From an optimization exercise on the open Yosys and OpenROAD flow, aimed at small area and a short achievable clock period; shortcuts taken in it are not production practice.
Where RTL was checked, it was by simulation tests only, not by an equivalence proof against the original.
Power is estimated from default activity; no workload was simulated.

==> inputs of job 7622 <==
## bus_trace_card
module bus_trace_card #(
  parameter int DATAWIDTH    = 16,
  parameter int CTRLWIDTH    = 14,
  parameter int DEPTH        = 64,
  parameter int POST_TRIGGER = 16
) (
  input  logic                             clk,
  input  logic                             rst_n,
  input  logic [DATAWIDTH-1:0]             data,
  input  logic [DATAWIDTH-1:0]             addr,
  input  logic [CTRLWIDTH-1:0]             ctrl,
  input  logic                             rd_req,
  output logic                             rd_valid,
  output logic [2*DATAWIDTH+CTRLWIDTH-1:0] rd_data,
  input  logic                             arm,
  input  logic [DATAWIDTH-1:0]             trig_addr,
  input  logic [DATAWIDTH-1:0]             trig_mask,
  output logic [$clog2(DEPTH):0]           count,
  output logic                             armed,
  output logic                             triggered,
  output logic                             done
);
==> module bus_trace_card, before the edit <==
module bus_trace_card #(
  parameter int DATAWIDTH    = 16,
  parameter int CTRLWIDTH    = 14,
  parameter int DEPTH        = 64,
  parameter int POST_TRIGGER = 16
) (
  input  logic                             clk,
  input  logic                             rst_n,
  input  logic [DATAWIDTH-1:0]             data,
  input  logic [DATAWIDTH-1:0]             addr,
  input  logic [CTRLWIDTH-1:0]             ctrl,
  input  logic                             rd_req,
  output logic                             rd_valid,
  output logic [2*DATAWIDTH+CTRLWIDTH-1:0] rd_data,
  input  logic                             arm,
  input  logic [DATAWIDTH-1:0]             trig_addr,
  input  logic [DATAWIDTH-1:0]             trig_mask,
  output logic [$clog2(DEPTH):0]           count,
  output logic                             armed,
  output logic                             triggered,
  output logic                             done
);
  localparam int AW = $clog2(DEPTH);
  localparam int CW = AW + 1;
  localparam int EW = 2*DATAWIDTH + CTRLWIDTH;
  localparam logic [1:0] S_IDLE  = 2'd0;
  localparam logic [1:0] S_ARMED = 2'd1;
  localparam logic [1:0] S_POST  = 2'd2;
  localparam logic [1:0] S_DONE  = 2'd3;
  localparam logic [AW-1:0] POST_LAST = AW'((POST_TRIGGER == 0) ? 0 : POST_TRIGGER - 1);
  localparam logic [CW-1:0] COUNT_MAX = CW'(DEPTH);
  logic [1:0]    state;
  logic [AW-1:0] wr_ptr;
  logic [AW-1:0] rd_ptr;
  logic [AW-1:0] post_cnt;
  logic [EW-1:0] mem [DEPTH];
  logic [EW-1:0] sample;
  logic          match;
  logic          capturing;
  logic          qualify;
  logic          wr_en;
  logic          enter_done;
  logic [CW-1:0] count_inc;
  assign sample    = {addr, data, ctrl};
  assign match     = ((addr ^ trig_addr) & trig_mask) == '0;
  assign capturing = (state == S_ARMED) || (state == S_POST);
  logic [EW-1:0] last_entry;
  logic          first_sample;
  assign qualify = capturing &&
                   (first_sample || (sample != last_entry) || ((state == S_ARMED) && match));
  always_ff @(posedge clk or negedge rst_n) begin
    if (!rst_n) begin
      last_entry   <= '0;
      first_sample <= 1'b1;
    end else if (arm) begin
      first_sample <= 1'b1;
    end else if (wr_en) begin
      last_entry   <= sample;
      first_sample <= 1'b0;
    end
  end
  assign wr_en     = qualify && !arm;
  assign count_inc = (count == COUNT_MAX) ? count : count + CW'(1);
  assign enter_done = wr_en &&
                      (((state == S_ARMED) && match && (POST_TRIGGER == 0)) ||
                       ((state == S_POST) && (post_cnt == POST_LAST)));
  always_ff @(posedge clk) begin
    if (wr_en) begin
      mem[wr_ptr] <= sample;
    end
  end
  always_ff @(posedge clk or negedge rst_n) begin
    if (!rst_n) begin
      state    <= S_IDLE;
      wr_ptr   <= '0;
      rd_ptr   <= '0;
      post_cnt <= '0;
      count    <= '0;
      rd_valid <= 1'b0;
      rd_data  <= '0;
    end else if (arm) begin
      state    <= S_ARMED;
      wr_ptr   <= '0;
      post_cnt <= '0;
      count    <= '0;
      rd_valid <= 1'b0;
    end else begin
      rd_valid <= 1'b0;
      if (wr_en) begin
        wr_ptr   <= wr_ptr + AW'(1);
        count    <= count_inc;
        post_cnt <= (state == S_POST) ? post_cnt + AW'(1) : '0;
      end
      if (enter_done) begin
        state  <= S_DONE;
        rd_ptr <= wr_ptr + AW'(1) - count_inc[AW-1:0];
      end else if (wr_en && (state == S_ARMED) && match) begin
        state <= S_POST;
      end
      if ((state == S_DONE) && rd_req && (count != '0)) begin
        rd_data  <= mem[rd_ptr];
        rd_valid <= 1'b1;
        rd_ptr   <= rd_ptr + AW'(1);
        count    <= count - CW'(1);
      end
    end
  end
  assign armed     = (state == S_ARMED);
  assign triggered = (state == S_POST) || (state == S_DONE);
  assign done      = (state == S_DONE);
endmodule
export LEC_CHECK = 0
export CAP_MARGIN = 20
export CORE_MARGIN = 2
export CORE_UTILIZATION = 40
export SLEW_MARGIN = 20
create_clock -name core_clock -period 5.0 [get_ports {clk}]
run.sh (not shown) runs the stock make flow with config.mk's settings and CLKGATE_MAP_FILE= SYNTH_SCRIPT=/design/flow/synth_recipe.tcl, a recipe that flattens the netlist after the stock synthesis.
==> job 5340 (differences from job 7622) <==
==> flow/design.v (replaced) <==
module bus_trace_card #(
  parameter int DATAWIDTH    = 16,
  parameter int CTRLWIDTH    = 14,
  parameter int DEPTH        = 64,
  parameter int POST_TRIGGER = 16
) (
  input  logic                             clk,
  input  logic                             rst_n,
  input  logic [DATAWIDTH-1:0]             data,
  input  logic [DATAWIDTH-1:0]             addr,
  input  logic [CTRLWIDTH-1:0]             ctrl,
  input  logic                             rd_req,
  output logic                             rd_valid,
  output logic [2*DATAWIDTH+CTRLWIDTH-1:0] rd_data,
  input  logic                             arm,
  input  logic [DATAWIDTH-1:0]             trig_addr,
  input  logic [DATAWIDTH-1:0]             trig_mask,
  output logic [$clog2(DEPTH):0]           count,
  output logic                             armed,
  output logic                             triggered,
  output logic                             done
);
  localparam int AW = $clog2(DEPTH);
  localparam int CW = AW + 1;
  localparam int EW = 2*DATAWIDTH + CTRLWIDTH;
  localparam int PW = (POST_TRIGGER > 1) ? $clog2(POST_TRIGGER) : 1;
  localparam logic [PW-1:0] POST_LAST = PW'((POST_TRIGGER == 0) ? 0 : POST_TRIGGER - 1);
  logic          post;         
  logic          armed_q;
  logic          done_q;
  logic [CW-1:0] count_q;
  logic [AW-1:0] wr_ptr;       
  logic [DEPTH-1:0] rd_sel;    
  logic [PW-1:0] post_cnt;
  logic [EW-1:0] mem [DEPTH];
  logic [EW-1:0] sample;
  logic [EW-1:0] last_entry;
  logic          first_sample;
  logic          match;
  logic          qualify;
  logic          wr_en;
  logic          rd_en;
  logic          full;
  logic          wr_pend;      
  assign sample  = {addr, data, ctrl};
  assign match   = ((addr ^ trig_addr) & trig_mask) == '0;
  assign full    = count_q[AW];
  assign qualify = (armed_q || post) &&
                   (first_sample || (sample != last_entry) || (armed_q && match));
  assign wr_en   = qualify && !arm;
  assign rd_en   = done_q && rd_req && (count_q != '0) && !arm;
  always_ff @(posedge clk) begin
    last_entry <= sample;
  end
  always_ff @(posedge clk or negedge rst_n) begin
    if (!rst_n) begin
      first_sample <= 1'b1;
      wr_pend      <= 1'b0;
    end else begin
      first_sample <= arm;
      wr_pend      <= wr_en;
    end
  end
  logic [DEPTH-1:0] wr_dec;    
  always_comb begin
    for (int i = 0; i < DEPTH; i++) wr_dec[i] = (wr_ptr == AW'(i));
  end
  for (genvar i = 0; i < DEPTH; i++) begin : g_row
    always_ff @(posedge clk) begin
      if (wr_pend && wr_dec[i]) begin
        mem[i] <= last_entry;
      end
    end
  end
  logic [EW-1:0] rd_word;
  always_comb begin
    rd_word = '0;
    for (int i = 0; i < DEPTH; i++) begin
      if (rd_sel[i]) rd_word = rd_word | mem[i];
    end
  end
  logic [DEPTH-1:0] done_sel;
  logic             will_be_full;
  assign will_be_full = count_q[AW] || (count_q[AW-1:0] == '1);
  assign done_sel = !will_be_full ? DEPTH'(1) :
                    wr_pend       ? {wr_dec[DEPTH-3:0], wr_dec[DEPTH-1:DEPTH-2]} :
                                    {wr_dec[DEPTH-2:0], wr_dec[DEPTH-1]};
  always_ff @(posedge clk) begin
    if (!done_q)    rd_sel <= done_sel;
    else if (rd_en) rd_sel <= {rd_sel[DEPTH-2:0], rd_sel[DEPTH-1]};
  end
  always_ff @(posedge clk or negedge rst_n) begin
    if (!rst_n) begin
      armed     <= 1'b0;
      armed_q   <= 1'b0;
      post      <= 1'b0;
      triggered <= 1'b0;
      done      <= 1'b0;
      done_q    <= 1'b0;
      wr_ptr    <= '0;
      post_cnt  <= '0;
      count     <= '0;
      count_q   <= '0;
      rd_valid  <= 1'b0;
      rd_data   <= '0;
    end else if (arm) begin
      armed     <= 1'b1;
      armed_q   <= 1'b1;
      post      <= 1'b0;
      triggered <= 1'b0;
      done      <= 1'b0;
      done_q    <= 1'b0;
      wr_ptr    <= '0;
      post_cnt  <= '0;
      count     <= '0;
      count_q   <= '0;
      rd_valid  <= 1'b0;
    end else begin
      rd_valid <= rd_en;
      if (wr_pend) wr_ptr <= wr_ptr + AW'(1);
      if (wr_en) begin
        if (!full) begin
          count   <= count_q + CW'(1);
          count_q <= count_q + CW'(1);
        end
        if (post) post_cnt <= post_cnt + PW'(1);
        if (armed_q && match) begin
          armed     <= 1'b0;
          armed_q   <= 1'b0;
          triggered <= 1'b1;
          if (POST_TRIGGER == 0) begin
            done   <= 1'b1;
            done_q <= 1'b1;
          end else begin
            post   <= 1'b1;
          end
        end
        if (post && (post_cnt == POST_LAST)) begin
          post   <= 1'b0;
          done   <= 1'b1;
          done_q <= 1'b1;
        end
      end
      if (rd_en) begin
        rd_data <= rd_word;
        count   <= count_q - CW'(1);
        count_q <= count_q - CW'(1);
      end
    end
  end
endmodule
==> flow/flow/run.sh (new file) <==
#!/bin/bash
# The standard ORFS layout (the standard.sh, standard synthesis unchanged), with two changes:
# - the port buffers are buf_4 cells instead of the flow's default delay-cell choice;
# - the resizer may swap a cell for any equivalent cell, not only one of the same footprint,
#   so it can resize those port buffers.
# make's full output goes to layout.log in this folder; each ORFS step's log is under orfs/logs/.
set -euo pipefail
export BUFFER_PORTS_ARGS="-buffer_cell sky130_fd_sc_hd__buf_4"
bash standard.sh MATCH_CELL_FOOTPRINT=0 finish > layout.log 2>&1
==> flow/standard.sh (new file) <==
#!/bin/bash
# synth_recipe.tcl (not shown) runs the flow's synth.tcl, then flattens the netlist and writes it again
# the make line also repeats each setting of config.mk as NAME=value (left out here)
make -C /OpenROAD-flow-scripts/flow DESIGN_CONFIG=/design/flow/config.mk WORK_HOME=/design/flow/orfs CLKGATE_MAP_FILE= SYNTH_SCRIPT=/design/flow/synth_recipe.tcl "${@:-finish}"
- CORE_UTILIZATION: 40 -> 55
- CTS_CLUSTER_DIAMETER: unset -> 60
- CTS_CLUSTER_SIZE: unset -> 20
- PLACE_DENSITY: unset -> 0.66
- SETUP_SLACK_MARGIN: unset -> 2.5
removed: flow/run.sh
==> notes <==
Against job 5340, the first-iteration DRC count of job 7622 is lower by about 60%. In job 7622 the sequential share of layout area is lower than in job 5340, by 5.4 points. In job 5340 the sequential cell count is higher than in job 7622, by 66. Between job 7622 and job 5340, the lower synthesized cell count is in job 7622 (gap 17%, measured against job 5340). Between job 5340 and job 7622, the lower area after synthesis is in job 5340 (gap 4.7%, measured against job 7622). Of job 7622 and job 5340, job 5340 has the higher non-clock buffer count (gap 284). Worst setup slack: job 7622 is lower than job 5340 (0.89 ns). In combinational power, job 7622 is at 3.1 times the value of job 5340. Of job 7622 and job 5340, job 5340 has the higher routed wire length (gap about 36%, measured against job 5340). Clock-buffer cell count: job 5340 is lower than job 7622 (103).
==> figures <==
metric                                                                 job 5340    job 7622
Final hold slack                                                       0.220 ns    0.508 ns
Multi-input gate share of total cell area                                 0.147       0.190
Post-detail-place hpwl                                                245000 um   195000 um
Capturing instance or port of the critical path                     post_cnt[2]   mem[3][4]
Number of global-route vias before repair                                 67.7k       55.1k
Detailed-routing wirelength on met1                                   145000 um   127000 um
Startpoint Class                                                           flop  input port
Cell area after technology mapping                                   112000 um2  118000 um2
Clock group                                                            16900 uW    22700 uW
Wire length of the first global-routing pass                          619000 um   433000 um
Wirelength per Cell                                                     52.0 um     32.4 um
Fraction of synthesis flops using an asynchronous set or reset pin       0.0246      0.0395
Power of the combinational group                                        1020 uW     3160 uW
Power density of the placed cells                                    362 nW/um2  397 nW/um2
Run status                                             timing/DRC/antenna clean  timing/DRC/antenna clean
Post-CTS Hold Fix Bufs                                                        0           1
Sequential cells                                                           3131        3065
Area enclosed by the die boundary                                    208000 um2  299000 um2
Number of CTS-inserted buffers                                              189         316
Pre-CTS WS                                                             0.862 ns   -0.163 ns
Count of inserted tapcells                                                 2672        3919
Function not checked in job 7622: the RTL went through the layout flow alone.

==> static timing again, ports no longer ideal <==
Ports are ideal in the flow. The routed layouts listed here were re-timed in OpenROAD.
Step 1, drivers: a clkbuf_16 drives clk and a buf_2 each remaining input, both assumed.
Step 2 times the ports against the registers' clock, not the clock port: input delays grow and output delays shrink by t, the midpoint of the rising clock arrivals with the driver on.
Three values: ideal ports, drivers, drivers and shift; two values: the first two.
run | t (ns) | setup WS [ns] | worst slew at a driven data input, ns
job 7622 | 0.963 | 0.821 / 0.860 / -0.103 | 0.27
job 5340 | 0.973 | 1.708 / 1.708 / 0.854 | 0.05
Met with ideal ports but missed after step 2: setup timing in job 7622. The setup slack of job 7622, which loses most, moves by +0.039 ns with the drivers and by -0.924 ns with both steps.
